Source: an optimization exercise on an open RTL-to-GDS flow (aim: small area, a short achievable clock period and few clock cycles). Production flows keep margins and buffers that such runs may drop.
Where RTL was checked, it was by simulation tests only, not by an equivalence proof against the original.
No functional check of the RTL was part of runs 1, 2 and 4.
Power figures rest on the tool's default switching activity, not on a simulated workload.

`design/flow/design.v`:
```
package buffet_pkg;
    localparam int DATA_W = 32;
    localparam int ADDR_W = 4;
    localparam int DEPTH = 16;
    localparam int SB_DEPTH = 4;
    typedef logic [DATA_W-1:0] data_t;
    typedef logic [ADDR_W-1:0] idx_t;
    typedef logic [ADDR_W:0] count_t;
    typedef struct packed {
        idx_t offset;
        logic will_update;
        logic is_shrink;
    } read_req_t;
    typedef struct packed {
        logic en;
        idx_t idx;
        data_t data;
    } wr_port_t;
    typedef enum logic {
        RD_IDLE,
        RD_WAIT
    } rd_state_e;
endpackage
`timescale 1ns/1ps
module buffet_window (
    input  logic                clk,
    input  logic                nreset_i,
    input  logic                push_valid_i,
    input  logic                credit_req_i,
    input  logic                shrink_i,
    input  buffet_pkg::idx_t    shrink_amount_i,
    output buffet_pkg::count_t  head_o,
    output buffet_pkg::count_t  tail_o,
    output buffet_pkg::count_t  tail1_o,
    output buffet_pkg::count_t  occ_o,
    output buffet_pkg::count_t  occ1_o,
    output logic                credit_valid_o,
    output buffet_pkg::count_t  credit_o
);
    buffet_pkg::count_t head_q;
    buffet_pkg::count_t tail_q;
    buffet_pkg::count_t tail1_q;
    buffet_pkg::count_t occ_q;
    buffet_pkg::count_t occ1_q;
    buffet_pkg::count_t amt;
    assign amt = shrink_i ? buffet_pkg::count_t'(shrink_amount_i) : '0;
    always_ff @(posedge clk or negedge nreset_i) begin
        if (!nreset_i) begin
            head_q <= '0;
            tail_q <= '0;
            tail1_q <= 5'd1;
            occ_q <= '0;
            occ1_q <= 5'd1;
        end else begin
            if (push_valid_i) begin
                tail_q <= tail1_q;
                tail1_q <= tail1_q + 1'b1;
                occ_q <= occ1_q - amt;
                occ1_q <= occ1_q + 1'b1 - amt;
            end else begin
                occ_q <= occ_q - amt;
                occ1_q <= occ1_q - amt;
            end
            if (shrink_i) begin
                head_q <= head_q + buffet_pkg::count_t'(shrink_amount_i);
            end
        end
    end
    assign head_o = head_q;
    assign tail_o = tail_q;
    assign tail1_o = tail1_q;
    assign occ_o = occ_q;
    assign occ1_o = occ1_q;
    always_ff @(posedge clk or negedge nreset_i) begin
        if (!nreset_i) begin
            credit_valid_o <= 1'b0;
        end else begin
            credit_valid_o <= credit_req_i;
        end
    end
    always_ff @(posedge clk) begin
        credit_o <= buffet_pkg::count_t'(buffet_pkg::DEPTH) - occ_q;
    end
endmodule
`timescale 1ns/1ps
module buffet_update_tracker (
    input  logic                 clk,
    input  logic                 nreset_i,
    input  logic                 update_valid_i,
    input  buffet_pkg::idx_t     update_offset_i,
    input  buffet_pkg::data_t    update_data_i,
    input  buffet_pkg::idx_t     head_i,
    input  buffet_pkg::wr_port_t push_wr_i,
    input  logic                 alloc_i,
    input  buffet_pkg::idx_t     alloc_idx_i,
    output logic [1:0]           wu_v_o,
    output buffet_pkg::idx_t     wu_idx0_o,
    output buffet_pkg::idx_t     wu_idx1_o,
    output logic [1:0]           wu_next_o,
    output logic [1:0]           wu_sel_o,
    output logic [1:0]           wu_retire_o,
    output logic                 wu_room_o,
    output logic [buffet_pkg::DEPTH-1:0] ram_wr_row_o,
    output buffet_pkg::data_t    ram_wr_data_o
);
    logic [1:0] v_q;
    logic [1:0] arr_q;
    logic old_q;
    buffet_pkg::idx_t idx_q [2];
    buffet_pkg::data_t data_q [2];
    buffet_pkg::idx_t upd_idx;
    logic [1:0] nxt;
    logic [1:0] wait_upd;
    logic [1:0] arrive;
    logic [1:0] sel;
    logic [1:0] wr;
    logic [1:0] drop;
    logic [1:0] retire;
    logic [1:0] take;
    logic [1:0] arr_d;
    buffet_pkg::idx_t idx_d [2];
    logic [buffet_pkg::DEPTH-1:0] wrow_q;
    logic [buffet_pkg::DEPTH-1:0] wrow_d;
    logic [buffet_pkg::DEPTH-1:0] push_row;
    assign upd_idx = head_i + update_offset_i;
    assign nxt[0] = !v_q[0];
    assign nxt[1] = v_q[0] && !v_q[1];
    assign take = alloc_i ? nxt : 2'b00;
    assign wait_upd = v_q & ~arr_q;
    assign arrive[0] = update_valid_i && wait_upd[0] && !(wait_upd[1] && old_q);
    assign arrive[1] = update_valid_i && wait_upd[1] && !(wait_upd[0] && !old_q);
    assign sel[0] = arr_q[0];
    assign sel[1] = arr_q[1] && !arr_q[0];
    assign wr = push_wr_i.en ? 2'b00 : sel;
    always_comb begin
        for (int k = 0; k < 2; k++) begin
            drop[k] = arr_q[k] && push_wr_i.en && (idx_q[k] == push_wr_i.idx);
        end
    end
    assign retire = wr | drop;
    always_ff @(posedge clk or negedge nreset_i) begin
        if (!nreset_i) begin
            v_q <= '0;
            arr_q <= '0;
            old_q <= 1'b0;
        end else begin
            v_q <= (v_q & ~retire) | take;
            arr_q <= arr_d;
            if (take[0]) begin
                old_q <= v_q[1] && !retire[1];
            end else if (take[1]) begin
                old_q <= !(v_q[0] && !retire[0]);
            end
        end
    end
    always_comb begin
        for (int k = 0; k < 2; k++) begin
            if (!v_q[k]) begin
                idx_d[k] = alloc_idx_i;
            end else if (arrive[k]) begin
                idx_d[k] = upd_idx;
            end else begin
                idx_d[k] = idx_q[k];
            end
        end
    end
    assign arr_d = (arr_q & ~retire) | arrive;
    always_comb begin
        for (int r = 0; r < buffet_pkg::DEPTH; r++) begin
            wrow_d[r] = arr_d[0] ? (idx_d[0] == buffet_pkg::idx_t'(r)) :
                        (arr_d[1] && idx_d[1] == buffet_pkg::idx_t'(r));
        end
    end
    always_ff @(posedge clk) begin
        for (int k = 0; k < 2; k++) begin
            idx_q[k] <= idx_d[k];
            if (arrive[k]) begin
                data_q[k] <= update_data_i;
            end
        end
    end
    always_ff @(posedge clk or negedge nreset_i) begin
        if (!nreset_i) begin
            wrow_q <= '0;
        end else begin
            wrow_q <= wrow_d;
        end
    end
    assign wu_v_o = v_q;
    assign wu_idx0_o = idx_q[0];
    assign wu_idx1_o = idx_q[1];
    assign wu_next_o = nxt;
    assign wu_sel_o = sel;
    assign wu_retire_o = retire;
    assign wu_room_o = !(v_q[0] && v_q[1]);
    always_comb begin
        for (int r = 0; r < buffet_pkg::DEPTH; r++) begin
            push_row[r] = (push_wr_i.idx == buffet_pkg::idx_t'(r));
        end
    end
    assign ram_wr_row_o = push_wr_i.en ? push_row : wrow_q;
    assign ram_wr_data_o = push_wr_i.en ? push_wr_i.data : (arr_q[0] ? data_q[0] : data_q[1]);
endmodule
`timescale 1ns/1ps
module buffet_read_ctrl #(
    parameter int QD = 3
) (
    input  logic                  clk,
    input  logic                  nreset_i,
    input  logic                  read_valid_i,
    input  buffet_pkg::read_req_t read_req_i,
    input  logic                  read_data_ready_i,
    input  buffet_pkg::count_t    head_i,
    input  buffet_pkg::count_t    tail1_i,
    input  buffet_pkg::count_t    occ_i,
    input  buffet_pkg::count_t    occ1_i,
    input  logic                  push_valid_i,
    input  logic [1:0]            wu_v_i,
    input  buffet_pkg::idx_t      wu_idx0_i,
    input  buffet_pkg::idx_t      wu_idx1_i,
    input  logic [1:0]            wu_next_i,
    input  logic [1:0]            wu_sel_i,
    input  logic [1:0]            wu_retire_i,
    input  logic                  wu_room_i,
    input  buffet_pkg::data_t     ram_wr_data_i,
    output logic                  read_ready_o,
    output logic                  shrink_o,
    output buffet_pkg::idx_t      shrink_amount_o,
    output logic                  alloc_o,
    output buffet_pkg::idx_t      ram_rd_idx_o,
    output logic [buffet_pkg::DEPTH-1:0] ram_rd_sel_o,
    input  buffet_pkg::data_t     ram_rd_data_i,
    output logic                  read_data_valid_o,
    output buffet_pkg::data_t     read_data_o
);
    localparam int AW = buffet_pkg::ADDR_W;
    logic [QD-1:0][AW:0] q_pos_q;
    logic [QD-1:0] q_wu_q;
    logic [QD-1:0] q_pd_q;
    logic [QD-1:0] q_nx_q;
    logic [QD-1:0] q_b0_q;
    logic [QD-1:0] q_b1_q;
    logic [QD-1:0] q_v_q;
    logic ready_q;
    logic [buffet_pkg::DEPTH-1:0] rd_oh_q;
    logic [buffet_pkg::DEPTH-1:0] oh_new;
    logic [buffet_pkg::DEPTH-1:0] oh_next;
    logic byp;
    logic accept;
    logic enq;
    logic issue;
    logic byp_push;
    logic byp_upd;
    logic unblocked;
    logic [QD:0][AW:0] e_pos;
    logic [QD:0] e_wu;
    logic [QD:0] e_pd;
    logic [QD:0] e_nx;
    logic [QD:0] e_b0_held;
    logic [QD:0] e_b1_held;
    logic [QD:0] e_b0_gone;
    logic [QD:0] e_b1_gone;
    logic [QD:0] valid_ext;
    logic [QD-1:0] valid_prev;
    logic [QD-1:0][AW:0] pos_a;
    logic [QD-1:0][AW:0] pos_b;
    logic [QD-1:0] wu_a, wu_b, pd_a, pd_b, nx_a, nx_b, b0_a, b0_b, b1_a, b1_b;
    logic [QD-1:0] v_a;
    logic [QD-1:0] v_b;
    buffet_pkg::count_t off;
    buffet_pkg::idx_t rel_wu0;
    buffet_pkg::idx_t rel_wu1;
    buffet_pkg::idx_t rel_pos0;
    logic [1:0] take;
    assign read_ready_o = ready_q;
    assign accept = read_valid_i && ready_q;
    assign enq = accept && !read_req_i.is_shrink;
    assign shrink_o = accept && read_req_i.is_shrink;
    assign shrink_amount_o = read_req_i.offset;
    assign byp_push = push_valid_i && q_nx_q[0];
    assign byp_upd = !push_valid_i &&
                     ((q_b0_q[0] && wu_sel_i[0]) || (q_b1_q[0] && wu_sel_i[1]));
    assign unblocked = !(q_b0_q[0] || q_b1_q[0]) || byp_upd;
    assign issue = q_v_q[0] && (q_pd_q[0] || byp_push) && unblocked &&
                   read_data_ready_i && (!q_wu_q[0] || wu_room_i);
    assign alloc_o = issue && q_wu_q[0];
    assign ram_rd_idx_o = q_pos_q[0][AW-1:0];
    assign take = q_wu_q[0] ? wu_next_i : 2'b00;
    always_comb begin
        for (int i = 0; i < QD; i++) begin
            e_pos[i] = q_pos_q[i];
            e_wu[i] = q_wu_q[i];
            e_pd[i] = q_pd_q[i] || (push_valid_i && q_nx_q[i]);
            e_nx[i] = push_valid_i ? (q_pos_q[i] == tail1_i) : q_nx_q[i];
            e_b0_held[i] = q_b0_q[i] && !wu_retire_i[0];
            e_b1_held[i] = q_b1_q[i] && !wu_retire_i[1];
            e_b0_gone[i] = e_b0_held[i] ||
                           (take[0] && q_pos_q[0][AW-1:0] == q_pos_q[i][AW-1:0]);
            e_b1_gone[i] = e_b1_held[i] ||
                           (take[1] && q_pos_q[0][AW-1:0] == q_pos_q[i][AW-1:0]);
        end
    end
    assign off = buffet_pkg::count_t'(read_req_i.offset);
    assign rel_wu0 = wu_idx0_i - head_i[AW-1:0];
    assign rel_wu1 = wu_idx1_i - head_i[AW-1:0];
    assign rel_pos0 = q_pos_q[0][AW-1:0] - head_i[AW-1:0];
    always_comb begin
        e_pos[QD] = head_i + off;
        e_wu[QD] = read_req_i.will_update;
        e_pd[QD] = (off < occ_i) || (push_valid_i && off == occ_i);
        e_nx[QD] = push_valid_i ? (off == occ1_i) : (off == occ_i);
        e_b0_held[QD] = wu_v_i[0] && !wu_retire_i[0] && rel_wu0 == read_req_i.offset;
        e_b1_held[QD] = wu_v_i[1] && !wu_retire_i[1] && rel_wu1 == read_req_i.offset;
        e_b0_gone[QD] = e_b0_held[QD] || (take[0] && rel_pos0 == read_req_i.offset);
        e_b1_gone[QD] = e_b1_held[QD] || (take[1] && rel_pos0 == read_req_i.offset);
    end
    assign valid_ext = {1'b0, q_v_q};
    assign valid_prev = {q_v_q[QD-2:0], 1'b1};
    always_comb begin
        for (int i = 0; i < QD; i++) begin
            v_b[i] = q_v_q[i] || (enq && valid_prev[i]);
            pos_b[i] = q_v_q[i] ? e_pos[i] : e_pos[QD];
            wu_b[i] = q_v_q[i] ? e_wu[i] : e_wu[QD];
            pd_b[i] = q_v_q[i] ? e_pd[i] : e_pd[QD];
            nx_b[i] = q_v_q[i] ? e_nx[i] : e_nx[QD];
            b0_b[i] = q_v_q[i] ? e_b0_held[i] : e_b0_held[QD];
            b1_b[i] = q_v_q[i] ? e_b1_held[i] : e_b1_held[QD];
            v_a[i] = valid_ext[i+1] || (enq && q_v_q[i]);
            pos_a[i] = valid_ext[i+1] ? e_pos[i+1] : e_pos[QD];
            wu_a[i] = valid_ext[i+1] ? e_wu[i+1] : e_wu[QD];
            pd_a[i] = valid_ext[i+1] ? e_pd[i+1] : e_pd[QD];
            nx_a[i] = valid_ext[i+1] ? e_nx[i+1] : e_nx[QD];
            b0_a[i] = valid_ext[i+1] ? e_b0_gone[i+1] : e_b0_gone[QD];
            b1_a[i] = valid_ext[i+1] ? e_b1_gone[i+1] : e_b1_gone[QD];
        end
    end
    always_ff @(posedge clk or negedge nreset_i) begin
        if (!nreset_i) begin
            q_v_q <= '0;
            ready_q <= 1'b1;
        end else if (issue) begin
            q_v_q <= v_a;
            ready_q <= !v_a[QD-1];
        end else begin
            q_v_q <= v_b;
            ready_q <= !v_b[QD-1];
        end
    end
    always_comb begin
        for (int r = 0; r < buffet_pkg::DEPTH; r++) begin
            oh_new[r] = (e_pos[QD][AW-1:0] == buffet_pkg::idx_t'(r));
            oh_next[r] = (q_pos_q[1][AW-1:0] == buffet_pkg::idx_t'(r));
        end
    end
    always_ff @(posedge clk) begin
        if (issue) begin
            rd_oh_q <= q_v_q[1] ? oh_next : oh_new;
        end else begin
            rd_oh_q <= q_v_q[0] ? rd_oh_q : oh_new;
        end
    end
    always_ff @(posedge clk) begin
        if (issue) begin
            q_pos_q <= pos_a;
            q_wu_q <= wu_a;
            q_pd_q <= pd_a;
            q_nx_q <= nx_a;
            q_b0_q <= b0_a;
            q_b1_q <= b1_a;
        end else begin
            q_pos_q <= pos_b;
            q_wu_q <= wu_b;
            q_pd_q <= pd_b;
            q_nx_q <= nx_b;
            q_b0_q <= b0_b;
            q_b1_q <= b1_b;
        end
    end
    always_ff @(posedge clk or negedge nreset_i) begin
        if (!nreset_i) begin
            read_data_valid_o <= 1'b0;
        end else begin
            read_data_valid_o <= issue;
        end
    end
    assign byp = byp_push || byp_upd;
    assign ram_rd_sel_o = byp ? '0 : rd_oh_q;
    always_ff @(posedge clk) begin
        read_data_o <= ram_rd_data_i | (ram_wr_data_i & {buffet_pkg::DATA_W{byp}});
    end
endmodule
`timescale 1ns/1ps
module buffet_data_ram (
    input  logic                 clk,
    input  logic [buffet_pkg::DEPTH-1:0] wr_row_i,
    input  buffet_pkg::data_t    wr_data_i,
    input  logic [buffet_pkg::DEPTH-1:0] rd_sel_i,
    output buffet_pkg::data_t    rd_data_o
);
    logic [buffet_pkg::DEPTH-1:0][buffet_pkg::DATA_W-1:0] mem;
    always_ff @(posedge clk) begin
        for (int r = 0; r < buffet_pkg::DEPTH; r++) begin
            if (wr_row_i[r]) begin
                mem[r] <= wr_data_i;
            end
        end
    end
    always_comb begin
        rd_data_o = '0;
        for (int r = 0; r < buffet_pkg::DEPTH; r++) begin
            rd_data_o = rd_data_o | (mem[r] & {buffet_pkg::DATA_W{rd_sel_i[r]}});
        end
    end
endmodule
`timescale 1ns/1ps
module buffet_top (
    input  logic                  clk,
    input  logic                  nreset_i,
    input  logic                  push_valid_i,
    input  buffet_pkg::data_t     push_data_i,
    input  logic                  credit_req_i,
    output logic                  credit_valid_o,
    output buffet_pkg::count_t    credit_o,
    input  logic                  read_valid_i,
    input  buffet_pkg::read_req_t read_req_i,
    output logic                  read_ready_o,
    output logic                  read_data_valid_o,
    output buffet_pkg::data_t     read_data_o,
    input  logic                  read_data_ready_i,
    input  logic                  update_valid_i,
    input  buffet_pkg::idx_t      update_offset_i,
    input  buffet_pkg::data_t     update_data_i
);
    buffet_pkg::count_t head;
    buffet_pkg::count_t tail;
    buffet_pkg::count_t tail1;
    buffet_pkg::count_t occ;
    buffet_pkg::count_t occ1;
    logic shrink;
    buffet_pkg::idx_t shrink_amount;
    logic alloc;
    logic [1:0] wu_v;
    buffet_pkg::idx_t wu_idx0;
    buffet_pkg::idx_t wu_idx1;
    logic [1:0] wu_next;
    logic [1:0] wu_sel;
    logic [1:0] wu_retire;
    logic wu_room;
    buffet_pkg::idx_t ram_rd_idx;
    logic [buffet_pkg::DEPTH-1:0] ram_rd_sel;
    buffet_pkg::data_t ram_rd_data;
    buffet_pkg::wr_port_t push_wr;
    logic [buffet_pkg::DEPTH-1:0] ram_wr_row;
    buffet_pkg::data_t ram_wr_data;
    buffet_window u_window (
        .clk             (clk),
        .nreset_i        (nreset_i),
        .push_valid_i    (push_valid_i),
        .credit_req_i    (credit_req_i),
        .shrink_i        (shrink),
        .shrink_amount_i (shrink_amount),
        .head_o          (head),
        .tail_o          (tail),
        .tail1_o         (tail1),
        .occ_o           (occ),
        .occ1_o          (occ1),
        .credit_valid_o  (credit_valid_o),
        .credit_o        (credit_o)
    );
    always_comb begin
        push_wr.en = push_valid_i;
        push_wr.idx = tail[buffet_pkg::ADDR_W-1:0];
        push_wr.data = push_data_i;
    end
    buffet_update_tracker u_tracker (
        .clk             (clk),
        .nreset_i        (nreset_i),
        .update_valid_i  (update_valid_i),
        .update_offset_i (update_offset_i),
        .update_data_i   (update_data_i),
        .head_i          (head[buffet_pkg::ADDR_W-1:0]),
        .push_wr_i       (push_wr),
        .alloc_i         (alloc),
        .alloc_idx_i     (ram_rd_idx),
        .wu_v_o          (wu_v),
        .wu_idx0_o       (wu_idx0),
        .wu_idx1_o       (wu_idx1),
        .wu_next_o       (wu_next),
        .wu_sel_o        (wu_sel),
        .wu_retire_o     (wu_retire),
        .wu_room_o       (wu_room),
        .ram_wr_row_o    (ram_wr_row),
        .ram_wr_data_o   (ram_wr_data)
    );
    buffet_read_ctrl u_read_ctrl (
        .clk               (clk),
        .nreset_i          (nreset_i),
        .read_valid_i      (read_valid_i),
        .read_req_i        (read_req_i),
        .read_data_ready_i (read_data_ready_i),
        .head_i            (head),
        .tail1_i           (tail1),
        .occ_i             (occ),
        .occ1_i            (occ1),
        .push_valid_i      (push_valid_i),
        .wu_v_i            (wu_v),
        .wu_idx0_i         (wu_idx0),
        .wu_idx1_i         (wu_idx1),
        .wu_next_i         (wu_next),
        .wu_sel_i          (wu_sel),
        .wu_retire_i       (wu_retire),
        .wu_room_i         (wu_room),
        .ram_wr_data_i     (ram_wr_data),
        .read_ready_o      (read_ready_o),
        .shrink_o          (shrink),
        .shrink_amount_o   (shrink_amount),
        .alloc_o           (alloc),
        .ram_rd_idx_o      (ram_rd_idx),
        .ram_rd_sel_o      (ram_rd_sel),
        .ram_rd_data_i     (ram_rd_data),
        .read_data_valid_o (read_data_valid_o),
        .read_data_o       (read_data_o)
    );
    buffet_data_ram u_ram (
        .clk         (clk),
        .wr_row_i    (ram_wr_row),
        .wr_data_i   (ram_wr_data),
        .rd_sel_i    (ram_rd_sel),
        .rd_data_o   (ram_rd_data)
    );
endmodule
```
`design/flow/flow/run.sh`:
```
#!/bin/bash
# The standard layout, with three changes to how it is made: adders
# are left to ABC as plain gates (no full/half adder cells), sizing may
# change a cell's footprint, and the port buffers are buf_4 cells.
# make's output goes to make.log; each ORFS step keeps its own log under
# orfs/logs
set -euo pipefail
bash standard.sh ADDER_MAP_FILE= MATCH_CELL_FOOTPRINT=0 \
    "BUFFER_PORTS_ARGS=-buffer_cell sky130_fd_sc_hd__buf_4" finish > make.log 2>&1
```
`design/flow/standard.sh`:
```
#!/bin/bash
# synth_recipe.tcl (not shown) runs the flow's synth.tcl, then flattens the netlist and writes it again
# the make line also repeats each setting of config.mk as NAME=value (left out here)
make -C /OpenROAD-flow-scripts/flow DESIGN_CONFIG=/design/flow/config.mk WORK_HOME=/design/flow/orfs CLKGATE_MAP_FILE= SYNTH_SCRIPT=/design/flow/synth_recipe.tcl "${@:-finish}"
```
`design/flow/config.mk`:
```
export PLATFORM = sky130hd
export DESIGN_NAME = buffet_top
export DESIGN_NICKNAME = buffet_top
export VERILOG_FILES = /design/flow/design.v
export SDC_FILE = /design/flow/constraint.sdc
export NUM_CORES = 4
export LEC_CHECK = 0
export ABC_CLOCK_PERIOD_IN_PS = 2200
export CAP_MARGIN = 20
export CORE_MARGIN = 2
export CORE_UTILIZATION = 60
export CTS_CLUSTER_DIAMETER = 80
export CTS_CLUSTER_SIZE = 24
export SETUP_SLACK_MARGIN = 2.2
export SLEW_MARGIN = 20
```
`design/flow/constraint.sdc`:
```
create_clock -name core_clock -period 4.4 [get_ports {clk}]
set_input_delay 0.8800 -clock core_clock [delete_from_list [all_inputs] [get_ports {clk}]]
set_output_delay 0.8800 -clock core_clock [all_outputs]
set_load 0.01 [all_outputs]
```
==> impl_metrics.csv, run 1 <==
group,metric,value,unit
global_route,use_met3,5.47,%
place,numPortBuffers,120,
power,finalPower,22200,uW
worst_hold_path,hold_path_class,"in2async",
timing,fin_tns_setup,0,ns
synth,yosysWarnings,8,
synth,netlist_instances,1917,
synth,syn_nets,1998,
timing,worst_slack,2.15,ns
timing,timing_hold_violations_final,0,
layout,fillers,3120,
timing,fmaxAchievable,0.444,GHz
setup_path,crit_required,4.92,ns
clocking,tritoncts,"done",
synth,syn_area,28300,um^2
floorplanning,rows,79,
place,gp_congestion,0.878,
global_route,grt_max_degree,52,
clocking,clkTransAtPathRegs,0.09,ns
floorplanning,die_h,221,um
global_route,gr-usage-met1,47.8,%
timing,rsz0062_at_grt,"yes",
setup_path,crit_type,"reg2reg",
synth,synthTopCellsByArea,"edfxtp_1 (64%), dfxtp_1 (4.8%), a22oi_1 (4.7%), dfrtp_1 (4.2%), nand2_1 (1.5%)",
setup_path,r2r_cells,8,
timing,worstMarginPinSlew,1.13,ns
floorplanning,initial_core_util,60.8,%
clocking,cts_root_buf,"clkbuf_16",
global_route,antenna_found_initial,1,
drt,drc,0,
synth,synth_top_area_share,63.5,%
layout,final_nets,2179,
clocking,clk_latency,0.60,ns
global_route,grt_usage,32.5,%
clocking,cts_buffers,37,
global_route,grt_pass1_vias,17639,
layout,final_area,32600,um^2
drt,vias_per_cell,6.71,
timing,clock_skew,0.0339,ns
clocking,htree_levels,2,
global_route,grt-ovfl-total,0,
setup_path,cp-start-kind,"flop",
clocking,cts_buffer_depth,3,
synth,ys_seq_area_share,72.8,%
synth,synth.avg_cell_area,14.8,um^2
power,p_leak,0.0111,uW
power,power_density,683,nW/um^2
synth,ys_ff_latch,718,
layout,syn2layout_area_growth,15.1,%
synth,ys.flop_type,"edfxtp_1",
drt,first_pass_iters,7,
drt,antenna_left,0,
run,maxCapViolCount,0,
global_route,grt_pass1_wl,117,mm
drt,drt-initial-drc-count,2651,
synth,yosysTopAreaCell,"edfxtp_1",
layout,drive_above_1_share,20.6,%
timing,maxSlewHeadroom,24.8,%
power,max-vdd-ir-drop,507,uV
timing,finalCritPeriodShare,51.2,%
floorplanning,dieArea,48900,um^2
place,place_area,30300,um^2
timing,min_period,2.25,ns
place,dp_hpwl,46.1,mm
setup_path,arrival,2.77,ns
floorplanning,fp.dieW,221,um
drt,via_count,18346,
clocking,cts.sinks,718,
timing,drv_slew,0,
outcome,status,"timing/DRC/antenna clean",
timing,setup_viol_count_final,0,
synth,synth_cell_type_count,77,
place,preCtsSetupSlack,0.958,ns
floorplanning,ios,121,
setup_path,crit_path_end_kind,"flop",
layout,final_core_util,70.0,%
drt,wire_per_inst,29.6,um
global_route,busiest_layer,"met2",
synth,synthArstFlopShare,7.10,%
global_route,met2_usage,50.9,%
setup_path,worstPathMaxFanout,4,
setup_path,r2r_slack,2.15,ns
synth,synth-edff-count,599,
drt,wirelength,80.8,mm
floorplanning,core,46600,um^2
## worst paths after layout
check                                                         end                           start
worst min register to register      u_read_ctrl.q_wu_q[2]$_DFF_P_   u_read_ctrl.q_wu_q[2]$_DFF_P_
worst min-delay path                  u_window.occ_q[4]$_DFF_PN0_                        nreset_i
min in group core_clock         u_window.credit_valid_o$_DFF_PN0_                    credit_req_i
worst max-delay path                u_read_ctrl.q_b1_q[1]$_DFF_P_  u_window.head_q[3]$_DFFE_PN0P_
worst max register to register      u_read_ctrl.q_b1_q[1]$_DFF_P_  u_window.head_q[3]$_DFFE_PN0P_
max in group asynchronous            u_tracker.arr_q[0]$_DFF_PN0_                        nreset_i
## cell usage in the layout (no fill, tap or decap), drive strengths merged, types with 8 or more instances in the layout
master	netlist	final
a21oi	38	38
a221oi	43	43
a22o	42	42
a22oi	179	179
a31oi	11	11
buf	40	255
clkbuf	79	59
dfrtp	48	48
dfxtp	68	68
edfxtp	599	599
inv	44	49
maj3	8	8
mux2	17	17
mux2i	36	36
nand2	116	116
nand2b	44	44
nand3	74	74
nand4	40	40
nor2	42	42
nor2b	18	18
nor3	18	18
o21ai	82	87
o22ai	27	27
o31a	25	25
xnor2	46	46
xor2	43	43
## critical path, cell delays in order (launching register included)
cell and delay [ns]:
dfrtp_2 0.48, xnor2_4 0.27, buf_6 0.15, xnor2_2 0.10, or4b_4 0.54, o211ai_2 0.11
nand3_2 0.14, o211ai_1 0.21, a31o_1 0.19
## routing by layer
layer	routed length (um)	part of all wire, %
met1	32600	40
met2	37700	47
met3	8250	10
met4	2290	2.8
met5	0	0
## timing repair
| item | CTS | global route |
|---|---|---|
| setup endpoints to repair | 582 | 215 |
| pin swaps | 22 | 21 |
| gates resized for setup | 66 | 54 |
| gates cloned | 6 | 0 |
| setup buffers | 41 | 32 |
| endpoints found under the hold margin | 0 | 0 |
| hold buffers | 0 | 0 |
## where the power goes
part / switching, uW / leakage (uW) / total, uW / internal (uW)
sequential: 1010 / 0.00667 / 10200 / 9190
combinational: 5130 / 0.00386 / 8230 / 3100
clock: 2130 / 0.000532 / 3810 / 1680
## Yosys cell counts (all sizes together), types with 5 or more instances
| cell type | number |
|---|---|
| a211oi | 6 |
| a21oi | 38 |
| a221oi | 43 |
| a22o | 42 |
| a22oi | 179 |
| a31oi | 11 |
| buf | 40 |
| clkbuf | 79 |
| dfrtp | 48 |
| dfxtp | 68 |
| edfxtp | 599 |
| inv | 44 |
| maj3 | 8 |
| mux2 | 17 |
| mux2i | 36 |
| nand2 | 116 |
| nand2b | 44 |
| nand3 | 74 |
| nand3b | 7 |
| nand4 | 40 |
| nor2 | 42 |
| nor2b | 18 |
| nor3 | 18 |
| nor4 | 6 |
| o211ai | 6 |
| o21ai | 82 |
| o221ai | 6 |
| o22ai | 27 |
| o31a | 25 |
| o31ai | 5 |
| xnor2 | 46 |
| xor2 | 43 |
## cells by family (layout without fill, tap and decap cells)
family | count (synthesis) | in the layout | share of synthesized area, %
buf+inv | 163 | 366 | 2.29
other cells | 0 | 1 | 0
fa+ha+maj | 8 | 8 | 0.292
mux | 53 | 53 | 1.96
simple gates | 389 | 389 | 6.95
flops | 718 | 718 | 72.8
compound gates | 494 | 499 | 12.6
xor+xnor | 92 | 92 | 3.08
## per-stage QoR
| step | std cells | hold slack [ns] |
|---|---|---|
| finish | 2733 | 0.351 |
| global placement | 2584 | 0.481 |
| floorplan | 1917 | 0.458 |
| global route | 2732 | 0.380 |
| CTS | 2700 | 0.348 |
| detailed placement | 2587 | 0.481 |
## sequential cells by signal, indices dropped and copies added, names as in the netlist, 4 cells and up
signal,cells
u_ram.mem,512
u_tracker.data_q,64
u_read_ctrl.read_data_o,32
u_read_ctrl.rd_oh_q,16
u_tracker.wrow_q,16
u_read_ctrl.q_pos_q,15
u_tracker.idx_q,8
u_window.credit_o,5
u_window.head_q,5
u_window.occ1_q,5
u_window.occ_q,5
u_window.tail1_q,5
u_window.tail_q,4
## final cells by class
class	count	area [um^2]	area share, %
well taps	607	759	2.33
flip-flops and latches	718	20600	63.4
multi-input cells	1041	7770	23.8
repair buffers	256	2130	6.54
clock inverters	8	101	0.311
inverters	44	173	0.530
clock buffers	58	1000	3.08
diodes	1	2.50	0.00768
==> inputs of run 2 (changes only) <==
==> design/flow/config.mk (replaced) <==
export PLATFORM = sky130hd
export DESIGN_NAME = buffet_top
export DESIGN_NICKNAME = buffet_top
export VERILOG_FILES = /design/flow/design.v
export SDC_FILE = /design/flow/constraint.sdc
export NUM_CORES = 4
export LEC_CHECK = 0
export ABC_CLOCK_PERIOD_IN_PS = 2100
export CAP_MARGIN = 20
export CORE_MARGIN = 2
export CORE_UTILIZATION = 60
export CTS_CLUSTER_DIAMETER = 80
export CTS_CLUSTER_SIZE = 24
export SETUP_SLACK_MARGIN = 2.3
export SLEW_MARGIN = 20
==> impl_metrics.csv, run 2 <==
group,metric,value,unit
drt,first_pass_iters,6,
drt,vias_per_cell,6.68,
synth,synthArstFlopShare,7.10,%
outcome,status,"timing/DRC/antenna clean",
floorplanning,fp.dieW,221,um
power,p_seq_share,45.1,%
synth,yosysWarnings,8,
global_route,grt-ovfl-total,0,
timing,worstMarginPinSlew,0.949,ns
setup_path,reg2reg_from,"u_window.head_q[1]$_DFFE_PN0P_",
synth,synth_cell_type_count,77,
synth,ys.flop_type,"edfxtp_1",
timing,maxSlewHeadroom,36.7,%
synth,synth.avg_cell_area,14.8,um^2
timing,setup_viol_count_final,0,
timing,finalCritPeriodShare,49.7,%
setup_path,slowest_stage,"xnor3_2",
floorplanning,core,46600,um^2
global_route,antenna_found_initial,3,
setup_path,arrival,2.68,ns
synth,synth_top_area_share,63.5,%
place,gp_congestion,0.872,
floorplanning,initial_core_util,60.8,%
place,dp_hpwl,45.5,mm
synth,ys_top_cells_by_count,"edfxtp_1 (599), a22oi_1 (179), nand2_1 (116), clkbuf_1 (79), nand3_1 (74)",
run,maxCapViolCount,0,
layout,multi_input_area,7920,um^2
clocking,ctsHoldBuffers,0,
timing,min_period,2.19,ns
clocking,clkTransAtPathRegs,0.09,ns
power,combPwrFrac,36.8,%
timing,drv_slew,0,
layout,seqCellArea,20600,um^2
global_route,grt_pass1_vias,17774,
timing,clock_skew,0.0247,ns
layout,fillers,3109,
power,power_density,692,nW/um^2
clocking,cts_buffers,39,
setup_path,worstPathCellList,"buf_8 > xnor3_2 > or3_1 > mux2i_2 > o31ai_4 > nor2_2 > nor2_2 > o221ai_1",
synth,synth-edff-count,599,
timing,fin_tns_setup,0,ns
drt,antenna_left,0,
layout,largest_register,"u_ram.mem",
drt,drt-initial-drc-count,2408,
setup_path,r2r_slack,2.23,ns
layout,diodes,0,
power,p_leak,0.0110,uW
floorplanning,dieArea,48900,um^2
place,place_area,30300,um^2
setup_path,worstPathMaxFanout,9,
global_route,grt_pass1_wl,117,mm
drt,top_layer,"met4",
synth,syn_area,28300,um^2
setup_path,crit_path_end_kind,"flop",
clocking,cts_buffer_depth,3,
synth,syn_nets,1998,
clocking,tritoncts,"done",
clocking,htree_levels,2,
worst_hold_path,hold_path_class,"in2async",
drt,wl_met1,31.7,mm
layout,largest_register_ffs,512,
power,p_sw,8420,uW
layout,final_common_cell,"edfxtp_1",
setup_path,reg2reg_to,"u_read_ctrl.q_b1_q[0]$_DFF_P_",
drt,met2_length,39.1,mm
layout,final_area,32700,um^2
global_route,grt_max_degree,52,
synth,ys_ff_latch,718,
clocking,cts.sinks,718,
synth,ys_seq_area_share,72.8,%
layout,syn2layout_area_growth,15.5,%
drt,route.met3.wl,7.40,mm
layout,final_core_util,70.3,%
setup_path,crit_path_end,"u_read_ctrl.q_b0_q[0]$_DFF_P_",
synth,yosysMostFrequentCell,"edfxtp_1",
synth,yosysTopAreaCell,"edfxtp_1",
floorplanning,die_h,221,um
timing,rsz0062_at_grt,"yes",
setup_path,crit_type,"in2reg",
layout,final_cell_mix,"edfxtp_1 (599), buf_4 (198), a22oi_1 (178)",
floorplanning,rows,79,
drt,via_count,18055,
timing,worst_slack,2.21,ns
power,max-vdd-ir-drop,485,uV
setup_path,r2r_cells,8,
drt,wire_per_inst,29.6,um
synth,netlist_instances,1917,
setup_path,cp-start-kind,"input port",
timing,fmaxAchievable,0.457,GHz
setup_path,slowest_delay,0.48,ns
layout,drive_above_1_share,22.1,%
place,preCtsSetupSlack,1.07,ns
setup_path,crit_required,4.90,ns
setup_path,crit_top_cell,"nor2_2",
power,p_sw_share,37.2,%
power,p_int,14200,uW
drt,drc,0,
global_route,grt_usage,32.4,%
setup_path,critPathLaunch,"read_req_i[5]",
drt,wirelength,80.2,mm
clocking,cts_root_buf,"clkbuf_16",
layout,final_nets,2151,
power,clockPowerShare,18.1,%
floorplanning,ios,121,
synth,synthTopCellsByArea,"edfxtp_1 (64%), dfxtp_1 (4.8%), a22oi_1 (4.7%), dfrtp_1 (4.2%), nand2_1 (1.5%)",
timing,timing_hold_violations_final,0,
clocking,clk_latency,0.59,ns
layout,reg.largest.list,"u_ram.mem (512), u_tracker.data_q (64), u_read_ctrl.read_data_o (32)",
place,numPortBuffers,120,
-- run 2: changes by cell type in the layout (fill, tap and decap cells not counted), sizes merged --
cell      before  now
diode          1    0
inv           49   47
clkinvlp       0    3
o21ai         87   82
buf          255  228
clkbuf        59   62
-- run 2: kinds of logic (layout without fill, tap and decap cells) --
logic type	after synthesis	after routing	share of synthesized area, %
adders and majority gates	8	8	0.292
AOI/OAI and AO/OA	494	494	12.6
xor gates and xnor gates	92	92	3.08
buffers and inverters	163	343	2.29
DFF	718	718	72.8
and+or+nand+nor	389	389	6.95
muxes	53	53	1.96
-- run 2: final cells by class --
class	count	area share (%)
Clock buffer	59	3.44
Clock inverter	9	0.386
Inverter	44	0.547
Multi-Input combinational cell	1036	24.2
Sequential cell	718	63.1
Tap cell	607	2.32
Timing Repair Buffer	231	6.01
-- run 2: per-layer routing --
metal  vias up  GRT usage, %
met5         -             0
met4         0          9.01
met3       117          4.83
met2       915          52.5
met1      9239          46.3
li1       7784             -
-- run 2: worst min path at each step --
stage                                         from  cells after the start                        endpoint
floorplan            u_read_ctrl.q_wu_q[2]$_DFF_P_                      1   u_read_ctrl.q_wu_q[2]$_DFF_P_
finish                                    nreset_i                      1  u_window.head_q[0]$_DFFE_PN0P_
global placement    u_window.head_q[4]$_DFFE_PN0P_                      1  u_window.head_q[4]$_DFFE_PN0P_
global route                              nreset_i                      1  u_window.head_q[0]$_DFFE_PN0P_
detailed placement  u_window.head_q[4]$_DFFE_PN0P_                      1  u_window.head_q[4]$_DFFE_PN0P_
CTS                                       nreset_i                      1  u_window.head_q[0]$_DFFE_PN0P_
-- run 2: repair_timing --
action,in CTS,in global routing
endpoints found under the setup margin,861,284
cloned,3,0
resized for setup,94,68
setup buffers,41,17
pin swaps,15,15
-- run 2: critical path, delay by kind of cell --
family	cells	cell delay (ns)
AND/OR/NAND/NOR	3	0.62
XOR/XNOR	1	0.48
AO/OA/AOI/OAI	2	0.33
multiplexers	1	0.22
buffers and inverters	1	0.13
-- run 2: metrics by stage --
step           power (uW)  instances  hold slack, ns
6_report            22600       2704           0.334
5_1_grt             23600       2704           0.371
4_1_cts             22100       2687           0.338
3_5_place_dp        17500       2575           0.495
3_3_place_gp        17400       2574           0.481
2_1_floorplan       14600       1917           0.458
-- run 2: power groups by stage --
stage	logic [uW]	registers, uW	clock network, uW
floorplan	4790	9850	0
global placement	6850	10500	0
detailed placement	6990	10500	0
CTS	7820	10200	4140
global route	8880	10300	4360
finish	8340	10200	4090
==> inputs of run 3 (changes only) <==
--- a/design/flow/design.v
+++ b/design/flow/design.v
@@ -117,11 +117,6 @@
     logic [1:0] drop;
     logic [1:0] retire;
     logic [1:0] take;
-    logic [1:0] arr_d;
-    buffet_pkg::idx_t idx_d [2];
-    logic [buffet_pkg::DEPTH-1:0] wrow_q;
-    logic [buffet_pkg::DEPTH-1:0] wrow_d;
-    logic [buffet_pkg::DEPTH-1:0] push_row;
     assign upd_idx = head_i + update_offset_i;
     assign nxt[0] = !v_q[0];
     assign nxt[1] = v_q[0] && !v_q[1];
@@ -145,7 +140,7 @@
             old_q <= 1'b0;
         end else begin
             v_q <= (v_q & ~retire) | take;
-            arr_q <= arr_d;
+            arr_q <= (arr_q & ~retire) | arrive;
             if (take[0]) begin
                 old_q <= v_q[1] && !retire[1];
             end else if (take[1]) begin
@@ -153,39 +148,18 @@
             end
         end
     end
-    always_comb begin
+    always_ff @(posedge clk) begin
         for (int k = 0; k < 2; k++) begin
             if (!v_q[k]) begin
-                idx_d[k] = alloc_idx_i;
+                idx_q[k] <= alloc_idx_i;
             end else if (arrive[k]) begin
-                idx_d[k] = upd_idx;
-            end else begin
-                idx_d[k] = idx_q[k];
+                idx_q[k] <= upd_idx;
             end
-        end
-    end
-    assign arr_d = (arr_q & ~retire) | arrive;
-    always_comb begin
-        for (int r = 0; r < buffet_pkg::DEPTH; r++) begin
-            wrow_d[r] = arr_d[0] ? (idx_d[0] == buffet_pkg::idx_t'(r)) :
-                        (arr_d[1] && idx_d[1] == buffet_pkg::idx_t'(r));
-        end
-    end
-    always_ff @(posedge clk) begin
-        for (int k = 0; k < 2; k++) begin
-            idx_q[k] <= idx_d[k];
             if (arrive[k]) begin
                 data_q[k] <= update_data_i;
             end
         end
     end
-    always_ff @(posedge clk or negedge nreset_i) begin
-        if (!nreset_i) begin
-            wrow_q <= '0;
-        end else begin
-            wrow_q <= wrow_d;
-        end
-    end
     assign wu_v_o = v_q;
     assign wu_idx0_o = idx_q[0];
     assign wu_idx1_o = idx_q[1];
@@ -193,12 +167,23 @@
     assign wu_sel_o = sel;
     assign wu_retire_o = retire;
     assign wu_room_o = !(v_q[0] && v_q[1]);
+    logic [buffet_pkg::DEPTH-1:0] push_row;
+    logic [buffet_pkg::DEPTH-1:0] row0;
+    logic [buffet_pkg::DEPTH-1:0] row1;
     always_comb begin
         for (int r = 0; r < buffet_pkg::DEPTH; r++) begin
             push_row[r] = (push_wr_i.idx == buffet_pkg::idx_t'(r));
+            row0[r] = (idx_q[0] == buffet_pkg::idx_t'(r));
+            row1[r] = (idx_q[1] == buffet_pkg::idx_t'(r));
+            if (push_wr_i.en) begin
+                ram_wr_row_o[r] = push_row[r];
+            end else if (arr_q[0]) begin
+                ram_wr_row_o[r] = row0[r];
+            end else begin
+                ram_wr_row_o[r] = arr_q[1] && row1[r];
+            end
         end
     end
-    assign ram_wr_row_o = push_wr_i.en ? push_row : wrow_q;
     assign ram_wr_data_o = push_wr_i.en ? push_wr_i.data : (arr_q[0] ? data_q[0] : data_q[1]);
 endmodule
 `timescale 1ns/1ps
@@ -243,8 +228,7 @@
     logic [QD-1:0] q_v_q;
     logic ready_q;
     logic [buffet_pkg::DEPTH-1:0] rd_oh_q;
-    logic [buffet_pkg::DEPTH-1:0] oh_new;
-    logic [buffet_pkg::DEPTH-1:0] oh_next;
+    logic [AW:0] pos0_d;
     logic byp;
     logic accept;
     logic enq;
@@ -346,17 +330,10 @@
             ready_q <= !v_b[QD-1];
         end
     end
-    always_comb begin
-        for (int r = 0; r < buffet_pkg::DEPTH; r++) begin
-            oh_new[r] = (e_pos[QD][AW-1:0] == buffet_pkg::idx_t'(r));
-            oh_next[r] = (q_pos_q[1][AW-1:0] == buffet_pkg::idx_t'(r));
-        end
-    end
+    assign pos0_d = issue ? pos_a[0] : pos_b[0];
     always_ff @(posedge clk) begin
-        if (issue) begin
-            rd_oh_q <= q_v_q[1] ? oh_next : oh_new;
-        end else begin
-            rd_oh_q <= q_v_q[0] ? rd_oh_q : oh_new;
+        for (int r = 0; r < buffet_pkg::DEPTH; r++) begin
+            rd_oh_q[r] <= (pos0_d[AW-1:0] == buffet_pkg::idx_t'(r));
         end
     end
     always_ff @(posedge clk) begin
==> design/flow/config.mk (replaced) <==
export PLATFORM = sky130hd
export DESIGN_NAME = buffet_top
export DESIGN_NICKNAME = buffet_top
export VERILOG_FILES = /design/flow/design.v
export SDC_FILE = /design/flow/constraint.sdc
export NUM_CORES = 4
export LEC_CHECK = 0
export ABC_CLOCK_PERIOD_IN_PS = 2200
export CAP_MARGIN = 20
export CORE_MARGIN = 2
export CORE_UTILIZATION = 60
export CTS_CLUSTER_DIAMETER = 80
export CTS_CLUSTER_SIZE = 24
export SETUP_SLACK_MARGIN = 2.2
export SLEW_MARGIN = 20
==> impl_metrics.csv, run 3 <==
group,metric,value,unit
outcome,status,"timing/DRC/antenna clean",
layout,largest_register,"u_ram.mem",
global_route,grt-ovfl-total,0,
clocking,cts_buffers,38,
run,maxCapViolCount,0,
timing,fmaxAchievable,0.457,GHz
global_route,grt_pass1_wl,110,mm
setup_path,reg2reg_to,"u_ram.mem[456]$_DFFE_PP_",
drt,antenna_left,0,
floorplanning,rows,78,
timing,rsz0062_at_grt,"yes",
layout,final_core_util,70.2,%
timing,fin_tns_setup,0,ns
timing,worst_hold_slack,0.266,ns
synth,synth-compound-area-share,13.1,%
synth,syn_area,27700,um^2
synth,ys.flop_type,"edfxtp_1",
synth,netlist_instances,1868,
drt,wirelength,77.0,mm
layout,final_cell_mix,"edfxtp_1 (587), buf_4 (208), a22oi_1 (179)",
timing,drv_slew,0,
drt,drt-initial-drc-count,2300,
synth,synthTopCellsByArea,"edfxtp_1 (64%), dfxtp_1 (5.8%), a22oi_1 (4.9%), dfrtp_1 (2.9%), a221oi_1 (1.6%)",
floorplanning,die_h,219,um
layout,fillers,3153,
synth,synth_fa_ha_area_share,0.217,%
synth,yosysTopAreaCell,"edfxtp_1",
layout,final_common_cell,"edfxtp_1",
synth,synth-xor-area-share,3.04,%
setup_path,r2r_slack,2.21,ns
synth,ys_ff_latch,702,
place,numPortBuffers,120,
setup_path,crit_type,"reg2reg",
synth,ys_top_cells_by_count,"edfxtp_1 (587), a22oi_1 (180), nand2_1 (104), clkbuf_1 (88), dfxtp_1 (80)",
drt,met2_length,36.3,mm
drt,wl_met1,31.2,mm
timing,finalCritPeriodShare,49.7,%
drt,vias_per_cell,6.69,
layout,final_nets,2103,
global_route,grt_pass1_vias,16752,
floorplanning,core,45500,um^2
floorplanning,dieArea,47900,um^2
timing,setup_viol_count_final,0,
floorplanning,initial_core_util,61.0,%
clocking,clk_latency,0.59,ns
clocking,cts.sinks,702,
place,dp_hpwl,43.7,mm
timing,maxSlewHeadroom,34.9,%
setup_path,worstPathMaxFanout,13,
synth,synth_top_area_share,63.6,%
timing,worstMarginPinSlew,0.977,ns
clocking,clkTransAtPathRegs,0.09,ns
worst_hold_path,hold_path_class,"in2async",
power,max-vdd-ir-drop,479,uV
power,finalPower,21800,uW
setup_path,cp-start-kind,"flop",
synth,synth-edff-count,587,
place,gp_congestion,0.894,
synth,synth_cell_type_count,70,
setup_path,crit_required,4.66,ns
synth,ys_seq_area_share,72.5,%
synth,synth-simple-area-share,6.79,%
setup_path,crit_path_end_kind,"flop",
setup_path,reg2reg_from,"u_tracker.arr_q[0]$_DFF_PN0_",
power,power_density,681,nW/um^2
floorplanning,ios,121,
layout,largest_register_ffs,512,
timing,timing_hold_violations_final,0,
power,p_leak,0.0110,uW
drt,via_count,17727,
synth,synth.avg_cell_area,14.8,um^2
setup_path,r2r_cells,5,
timing,clock_skew,0.0253,ns
global_route,antenna_found_initial,3,
timing,min_period,2.19,ns
clocking,tritoncts,"done",
drt,top_layer,"met4",
synth,synthArstFlopShare,4.99,%
setup_path,arrival,2.45,ns
global_route,grt_usage,32.1,%
drt,route.met3.wl,7.35,mm
synth,synthMuxAreaShare,2.18,%
layout,diodes,0,
synth,yosysWarnings,7,
synth,yosysMostFrequentCell,"edfxtp_1",
global_route,grt_max_degree,65,
layout,syn2layout_area_growth,15.2,%
drt,drc,0,
drt,wire_per_inst,29.1,um
clocking,cts_buffer_depth,3,
synth,syn_nets,1949,
clocking,htree_levels,2,
floorplanning,fp.dieW,219,um
layout,reg.largest.list,"u_ram.mem (512), u_tracker.data_q (64), u_read_ctrl.read_data_o (32)",
synth,synth_top_family_by_area,"compound AO/OA/AOI/OAI gates",
clocking,cts_root_buf,"clkbuf_16",
drt,first_pass_iters,8,
layout,drive_above_1_share,21.6,%
## run 3: routing by layer
layer  global-route usage (%)  vias to the layer above
met4                     9.12                        0
li1                         -                     7647
met3                     5.31                      128
met5                        0                        -
met1                     46.5                     8998
met2                     51.0                      954
## run 3: power breakdown
part | total (uW) | switching (uW) | internal, uW
Sequential | 10100 | 1090 | 9020
Combinational | 7800 | 4650 | 3150
Clock | 3830 | 2110 | 1720
## run 3: how the worst max path moves through the flow
stage	start	end	slack (ns)	depth (start not counted)
global route	u_tracker.arr_q[0]$_DFF_PN0_	u_ram.mem[188]$_DFFE_PP_	2.14	5
floorplan	update_valid_i	u_tracker.idx_q[0][0]$_DFFE_PP_	1.71	3
CTS	u_window.tail_q[3]$_DFFE_PN0P_	u_read_ctrl.q_b0_q[1]$_DFF_P_	2.16	6
detailed placement	push_valid_i	u_ram.mem[19]$_DFFE_PP_	1.35	5
global placement	push_valid_i	u_ram.mem[105]$_DFFE_PP_	1.13	3
finish	u_tracker.arr_q[0]$_DFF_PN0_	u_ram.mem[456]$_DFFE_PP_	2.21	5
## run 3: cell families (layout without fill, tap and decap cells)
logic type,count (synthesis),after routing
and+or+nand+nor,377,377
xor gates and xnor gates,88,88
AOI/OAI and AO/OA,490,490
DFF,702,702
buffers and inverters,147,327
adders and majority gates,6,6
muxes,58,58
## run 3: critical path: stages (launching register included)
cell      delay [ns]
dfrtp_4         0.52
nand2b_1        0.26
nor2_1          0.27
a32oi_1         0.26
a21oi_4         0.23
buf_4           0.34
## run 3: final cells by class
type	instances	area, um^2	area share (%)
timing repair buffer	240	2090	6.54
tap	600	751	2.35
multi-input combinational	1019	7700	24.1
inverter	21	95.1	0.298
sequential	702	20100	63.1
clock inverter	7	83.8	0.263
clock buffer	59	1060	3.33
## run 3: repair_timing
action,in CTS,in global routing
buffers inserted,24,42
hold buffers,0,0
setup endpoints to repair,824,172
pin swaps,7,13
gates resized for setup,42,33
cloned,1,1
## run 3: through the flow
stage / instances / instance area [um^2] / worst slack [ns]
6_report: 2648 / 31900 / 2.21
5_1_grt: 2648 / 31900 / 2.14
4_1_cts: 2605 / 31400 / 2.16
3_5_place_dp: 2514 / 29900 / 1.35
3_3_place_gp: 2507 / 29800 / 1.13
2_1_floorplan: 1868 / 28300 / 1.71
Testbench counts of run 3, summed over its fixed seeds: cycles 9,660.
==> inputs of run 4 (changes only) <==
--- a/design/flow/design.v
+++ b/design/flow/design.v
@@ -321,7 +321,7 @@
     always_ff @(posedge clk or negedge nreset_i) begin
         if (!nreset_i) begin
             q_v_q <= '0;
-            ready_q <= 1'b1;
+            ready_q <= 1'b0;
         end else if (issue) begin
             q_v_q <= v_a;
             ready_q <= !v_a[QD-1];
==> impl_metrics.csv, run 4 <==
group,metric,value,unit
synth,synth_top_area_share,63.6,%
floorplanning,ios,121,
clocking,cts_root_buf,"clkbuf_16",
layout,syn2layout_area_growth,15.0,%
floorplanning,fp.dieW,219,um
layout,multi_input_area,7740,um^2
synth,synthTopCellsByArea,"edfxtp_1 (64%), dfxtp_1 (5.8%), a22oi_1 (4.9%), dfrtp_1 (3.0%), a221oi_1 (1.6%)",
timing,fin_tns_setup,0,ns
drt,via_count,17662,
clocking,htree_levels,2,
drt,first_pass_iters,6,
power,max-vdd-ir-drop,450,uV
synth,synth.avg_cell_area,14.8,um^2
synth,yosysTopAreaCell,"edfxtp_1",
synth,ys.flop_type,"edfxtp_1",
drt,vias_per_cell,6.68,
drt,wire_per_inst,28.6,um
timing,worstMarginPinSlew,1.14,ns
setup_path,crit_required,4.63,ns
layout,final_nets,2100,
worst_hold_path,hold_path_class,"in2async",
layout,reg.largest.list,"u_ram.mem (512), u_tracker.data_q (64), u_read_ctrl.read_data_o (32)",
place,dp_hpwl,42.2,mm
synth,ys_ff_latch,702,
timing,timing_hold_violations_final,0,
clocking,cts.sinks,702,
place,place_area,29800,um^2
synth,synth-edff-count,587,
run,maxCapViolCount,0,
drt,wirelength,75.7,mm
layout,fillers,3130,
layout,drive_above_1_share,21.4,%
floorplanning,rows,78,
timing,clock_skew,0.0429,ns
place,gp_congestion,0.899,
synth,synthArstFlopShare,4.99,%
timing,rsz0062_at_grt,"yes",
layout,final_common_cell,"edfxtp_1",
synth,synth_cell_type_count,70,
layout,largest_register_ffs,512,
timing,finalCritPeriodShare,52.2,%
setup_path,worstPathMaxFanout,32,
clocking,clkTransAtPathRegs,0.09,ns
clocking,cts_buffers,38,
synth,yosysMostFrequentCell,"edfxtp_1",
setup_path,crit_type,"reg2reg",
drt,drc,0,
synth,yosysWarnings,7,
layout,largest_register,"u_ram.mem",
global_route,grt_max_degree,100,
floorplanning,die_h,219,um
global_route,grt-ovfl-total,0,
synth,ys_seq_area_share,72.5,%
clocking,clk_latency,0.59,ns
global_route,antenna_found_initial,3,
floorplanning,dieArea,47900,um^2
power,p_leak,0.0110,uW
drt,antenna_left,0,
timing,maxSlewHeadroom,23.9,%
clocking,tritoncts,"done",
floorplanning,core,45500,um^2
global_route,grt_pass1_wl,110,mm
layout,diodes,0,
power,power_density,684,nW/um^2
timing,fmaxAchievable,0.436,GHz
global_route,grt_pass1_vias,16799,
outcome,status,"timing/DRC/antenna clean",
setup_path,crit_path_end_kind,"flop",
synth,ys_top_cells_by_count,"edfxtp_1 (587), a22oi_1 (180), nand2_1 (104), clkbuf_1 (88), dfxtp_1 (80)",
timing,setup_viol_count_final,0,
timing,min_period,2.29,ns
place,numPortBuffers,120,
layout,final_cell_mix,"edfxtp_1 (587), buf_4 (208), a22oi_1 (179)",
layout,final_area,31900,um^2
layout,seqCellArea,20100,um^2
floorplanning,initial_core_util,61.0,%
synth,netlist_instances,1868,
timing,drv_slew,0,
setup_path,cp-start-kind,"flop",
setup_path,arrival,2.52,ns
synth,syn_nets,1949,
clocking,cts_buffer_depth,3,
global_route,grt_usage,31.7,%
synth,syn_area,27700,um^2
drt,drt-initial-drc-count,2226,
run 4: cell types whose count changed in the layout (fill, tap and decap cells not counted), moves of 2 or more:
cell      before  now
dfxtp_2       10   12
a211o_4        0    2
clkinv_1       0    2
dfrtp_1       18   20
buf_12        14    8
buf_6         10    8
a211o_1        4    2
o21ai_4        7    5
dfxtp_1       69   67
o21ai_2       19    6
a211oi_1       8    6
o21ai_1        3   19
a211oi_2       4    6
run 4: kinds of logic after synthesis:
kind of cell | share of synthesized area (%)
AO/OA/AOI/OAI | 13.1
buffers and inverters | 2.13
adder cells (fa/ha/maj) | 0.217
XOR/XNOR | 3.04
multiplexers | 2.18
flip-flops | 72.5
AND/OR/NAND/NOR | 6.79
run 4: cell type report:
type	count	area share, %
clock buffers	58	3.25
clock inverters	8	0.286
inverters	21	0.306
multi-input cells	1020	24.3
flip-flops and latches	702	63.2
well taps	600	2.35
repair buffers	236	6.33
run 4: repair_timing:
item                                    4_1_cts  5_1_grt
endpoints found under the setup margin      716      393
setup buffers                                32       29
endpoints found under the hold margin         0        0
pin swaps                                    15       18
hold buffers                                  0        0
gates cloned                                  4        0
gates resized for setup                      54       46
run 4: worst max-delay path, cell delays in order, from the launching register on:
cell      delay (ns)
dfrtp_2         0.42
nand2b_1        0.30
nor2_1          0.34
a32oi_1         0.25
a21oi_4         0.20
buf_6           0.44
run 4: per-stage QoR:
step	hold slack [ns]	utilization, %	cells	total power [uW]	worst slack, ns
CTS	0.261	69.1	2615	21400	1.97
global route	0.296	70.1	2645	22700	2.06
finish	0.285	70.1	2645	21800	2.11
floorplan	0.345	-	1868	14600	1.71
detailed placement	0.474	65.5	2513	17200	1.31
global placement	0.472	65.5	2513	17100	1.37
run 4: path summary, 6_finish.rpt:
path	slack (ns)	from	depth (start not counted)	to
max	2.11	u_tracker.arr_q[0]$_DFF_PN0_	5	u_ram.mem[444]$_DFFE_PP_
min	0.29	nreset_i	1	u_window.tail1_q[2]$_DFFE_PN0P_
max reg2reg	2.11	u_tracker.arr_q[0]$_DFF_PN0_	5	u_ram.mem[444]$_DFFE_PP_
min reg2reg	0.50	u_read_ctrl.q_wu_q[2]$_DFF_P_	1	u_read_ctrl.q_wu_q[2]$_DFF_P_
max in group asynchronous	3.69	nreset_i	1	u_window.head_q[0]$_DFFE_PN0P_
min in group core_clock	0.43	credit_req_i	1	u_window.credit_valid_o$_DFF_PN0_
run 4: where the power goes:
group          internal (uW)  total (uW)  leakage (uW)  switching, uW
Sequential              9010       10400       0.00660           1380
Combinational           3200        7620       0.00381           4410
Clock                   1720        3800      0.000541           2070
run 4: layer usage:
| layer | wire length [um] | GRT usage [%] |
|---|---|---|
| met4 | 1930 | 8.42 |
| met1 | 30900 | 46.0 |
| met5 | 0 | 0 |
| met2 | 35700 | 50.2 |
| met3 | 7060 | 5.57 |
==> inputs of run 5 (changes only) <==
--- a/design/flow/design.v
+++ b/design/flow/design.v
@@ -321,7 +321,7 @@
     always_ff @(posedge clk or negedge nreset_i) begin
         if (!nreset_i) begin
             q_v_q <= '0;
-            ready_q <= 1'b0;
+            ready_q <= 1'b1;
         end else if (issue) begin
             q_v_q <= v_a;
             ready_q <= !v_a[QD-1];
--- a/design/flow/config.mk
+++ b/design/flow/config.mk
@@ -8,8 +8,8 @@
 export ABC_CLOCK_PERIOD_IN_PS = 2200
 export CAP_MARGIN = 20
 export CORE_MARGIN = 2
-export CORE_UTILIZATION = 60
+export CORE_UTILIZATION = 70
 export CTS_CLUSTER_DIAMETER = 80
 export CTS_CLUSTER_SIZE = 24
-export SETUP_SLACK_MARGIN = 2.2
+export SETUP_SLACK_MARGIN = 2.25
 export SLEW_MARGIN = 20
==> impl_metrics.csv, run 5 <==
group,metric,value,unit
clocking,htree_levels,2,
synth,synthTopCellsByArea,"edfxtp_1 (64%), dfxtp_1 (5.8%), a22oi_1 (4.9%), dfrtp_1 (2.9%), a221oi_1 (1.6%)",
setup_path,crit_path_end_kind,"primary output",
layout,stdcell_count,2595,
synth,synth-edff-count,587,
global_route,grt_pass1_vias,17527,
synth,netlist_instances,1868,
clocking,cts_buffers,36,
setup_path,cp-start-kind,"flop",
layout,largest_register,"u_ram.mem",
timing,timing_hold_violations_final,0,
floorplanning,fp.dieW,203,um
setup_path,slowest_stage,"dfstp_2",
setup_path,arrival,1.31,ns
outcome,status,"timing/DRC/antenna clean",
clocking,cts_root_buf,"clkbuf_16",
synth,synth_top_area_share,63.6,%
place,dp_hpwl,43.4,mm
setup_path,crit_family,"flip-flops",
clocking,clkTransAtPathRegs,0.10,ns
synth,ys_seq_area_share,72.5,%
place,numPortBuffers,120,
timing,finalCritPeriodShare,49.9,%
setup_path,crit_required,3.52,ns
floorplanning,dieArea,41200,um^2
drt,wire_per_inst,30.1,um
layout,syn2layout_area_growth,16.1,%
global_route,antenna_found_initial,5,
synth,yosysWarnings,7,
synth,ys.flop_type,"edfxtp_1",
timing,fin_tns_setup,0,ns
drt,antenna_left,0,
setup_path,crit_type,"reg2out",
layout,final_nets,2131,
timing,drv_slew,0,
timing,clock_skew,0.0262,ns
setup_path,slowest_delay,0.60,ns
timing,setup_viol_count_final,0,
floorplanning,die_h,203,um
layout,final_cell_mix,"edfxtp_1 (587), buf_4 (237), a22oi_1 (179)",
synth,syn_nets,1949,
power,finalPower,22300,uW
setup_path,reg2reg_to,"u_ram.mem[147]$_DFFE_PP_",
synth,synth.avg_cell_area,14.8,um^2
timing,rsz0062_at_grt,"yes",
global_route,grt_usage,36.9,%
clocking,tritoncts,"done",
layout,reg.largest.list,"u_ram.mem (512), u_tracker.data_q (64), u_read_ctrl.read_data_o (32)",
synth,synth_cell_type_count,70,
drt,via_count,18473,
setup_path,reg2reg_from,"u_tracker.idx_q[0][3]$_DFFE_PP_",
power,p_leak,0.0112,uW
layout,diodes,0,
synth,ys_top_cells_by_count,"edfxtp_1 (587), a22oi_1 (180), nand2_1 (104), clkbuf_1 (88), dfxtp_1 (80)",
synth,synthArstFlopShare,4.99,%
clocking,clk_latency,0.59,ns
place,dpl.cell_count,2436,
global_route,grt_max_degree,90,
floorplanning,core,38800,um^2
drt,drc,0,
drt,wirelength,78.0,mm
clocking,cts_buffer_depth,3,
setup_path,worstPathCellList,"buf_6",
timing,worstMarginPinSlew,1.00,ns
timing,maxSlewHeadroom,33.0,%
place,gp_congestion,0.941,
timing,worst_slack,2.21,ns
clocking,cts.sinks,702,
setup_path,worstPathMaxFanout,2,
layout,largest_register_ffs,512,
floorplanning,rows,72,
layout,final_common_cell,"edfxtp_1",
setup_path,critPathBufInv,1,
setup_path,r2r_cells,5,
synth,yosysTopAreaCell,"edfxtp_1",
power,max-vdd-ir-drop,477,uV
place,preCtsSetupSlack,1.05,ns
drt,first_pass_iters,6,
layout,drive_above_1_share,23.0,%
synth,yosysMostFrequentCell,"edfxtp_1",
run,maxCapViolCount,0,
layout,final_core_util,82.9,%
drt,vias_per_cell,7.12,
floorplanning,initial_core_util,71.4,%
timing,min_period,2.19,ns
worst_hold_path,hold_path_class,"in2async",
setup_path,r2r_slack,2.21,ns
floorplanning,ios,121,
synth,ys_ff_latch,702,
timing,fmaxAchievable,0.456,GHz
synth,syn_area,27700,um^2
power,power_density,692,nW/um^2
global_route,grt-ovfl-total,0,
drt,drt-initial-drc-count,2732,
global_route,grt_pass1_wl,110,mm
[run 5: cell count changes in the layout (fill, tap and decap cells not counted), moves of 3 or more]
cell,change
dfxtp_2,-11
xor2_2,+5
buf_4,+29
o21ai_1,-3
dfxtp_1,+10
buf_12,+6
xor2_1,-5
[run 5: cell families (layout without fill, tap and decap cells)]
family	count (synthesis)	after routing	synth area share, %
and+or+nand+nor	377	378	6.79
adders and majority gates	6	6	0.217
DFF	702	702	72.5
muxes	58	58	2.18
AOI/OAI and AO/OA	490	491	13.1
xor gates and xnor gates	88	88	3.04
buffers and inverters	147	354	2.13
[run 5: layout make-up]
cell class | count | area [um^2]
Clock buffer | 61 | 1070
Clock inverter | 4 | 56.3
Fill cell | 1915 | 6640
Inverter | 21 | 108
Multi-Input combinational cell | 1021 | 7880
Sequential cell | 702 | 20100
Tap cell | 518 | 648
Timing Repair Buffer | 267 | 2280
Timing Repair inverter | 1 | 8.76
[run 5: stage by stage]
stage	cell area, um^2	hold WS (ns)
after floorplan	28400	0.345
after detailed placement	29700	0.475
final	32200	0.250
after CTS	31300	0.254
after global placement	29700	0.467
after global routing	32200	0.266
[run 5: worst max path at each step]
stage	slack (ns)	depth (start not counted)	from	endpoint
after floorplan	1.71	3	update_valid_i	u_tracker.idx_q[0][0]$_DFFE_PP_
after global placement	1.14	5	push_valid_i	u_read_ctrl.read_data_o[21]$_DFF_P_
after detailed placement	1.05	5	push_valid_i	u_read_ctrl.read_data_o[7]$_DFF_P_
after CTS	2.18	1	u_read_ctrl.ready_q$_DFF_PN1_	read_ready_o
after global routing	2.10	7	u_window.tail_q[3]$_DFFE_PN0P_	u_read_ctrl.q_b1_q[1]$_DFF_P_
final	2.21	1	u_read_ctrl.ready_q$_DFF_PN1_	read_ready_o
[run 5: what timing repair did]
action                                  in CTS  in global routing
pin swaps                                    8                 25
hold buffers                                 0                  0
gates resized for setup                     80                 61
setup buffers                               19                 70
endpoints found under the setup margin     790                458
cloned                                       1                  4
[run 5: power breakdown]
group	switching, uW	internal, uW
logic	4900	3380
registers	1220	9020
clock network	2050	1710
[run 5: layer usage]
metal  up-vias  routed length [um]  GRT usage [%]
met4         0                3420           14.1
met5         -                   0              0
met3       236               10900           9.60
met2      1471               36400           57.0
li1       7688                   -              -
met1      9078               27300           51.1
[run 5: worst register-to-register path, cell delays in order (launching register included)]
cell	delay [ns]
edfxtp_1	0.54
buf_4	0.20
nor2b_1	0.34
a32oi_1	0.22
o21ai_4	0.27
buf_8	0.31
Testbench counts of run 5, summed over its fixed seeds: cycles 9,660.

-- what the ideal ports hide --
No port has a modelled driver above. Below, the same layouts with a new extraction and two added sets of constraints. Step 1 (the two cells are an assumption about what drives the block):
set clk [get_ports {clk}]
set_driving_cell -lib_cell sky130_fd_sc_hd__clkbuf_16 $clk
set_driving_cell -lib_cell sky130_fd_sc_hd__buf_2 [delete_from_list [all_inputs] $clk]
Step 2 also shifts input and output timing later by t, the mid clock arrival at the registers, as if the neighbouring blocks saw the same clock. Slacks: no drivers / after step 1 / after step 2; pairs: no drivers / after step 1.
run | shift t [ns] | setup WS [ns] | worst hold slack (ns) | latest minus earliest clock arrival (ns) | cell pins on the clock port's net
run 1 | 0.643 | 2.149 / 2.094 / 1.451 | 0.351 / 0.315 / 0.519 | 0.035 / 0.036 | 1
run 2 | 0.637 | 2.213 / 2.178 / 1.541 | 0.334 / 0.301 / 0.527 | 0.030 / 0.030 | 1
run 3 | 0.640 | 2.213 / 2.156 / 1.649 | 0.266 / 0.232 / 0.496 | 0.026 / 0.026 | 1
run 4 | 0.625 | 2.105 / 2.105 / 1.574 | 0.285 / 0.253 / 0.500 | 0.042 / 0.043 | 1
run 5 | 0.633 | 2.205 / 2.148 / 1.609 | 0.250 / 0.217 / 0.492 | 0.027 / 0.027 | 1
After both steps setup and hold are still met in every run listed. The setup slack of run 1, which loses most, moves by -0.055 ns with the drivers and by -0.698 ns with both steps.
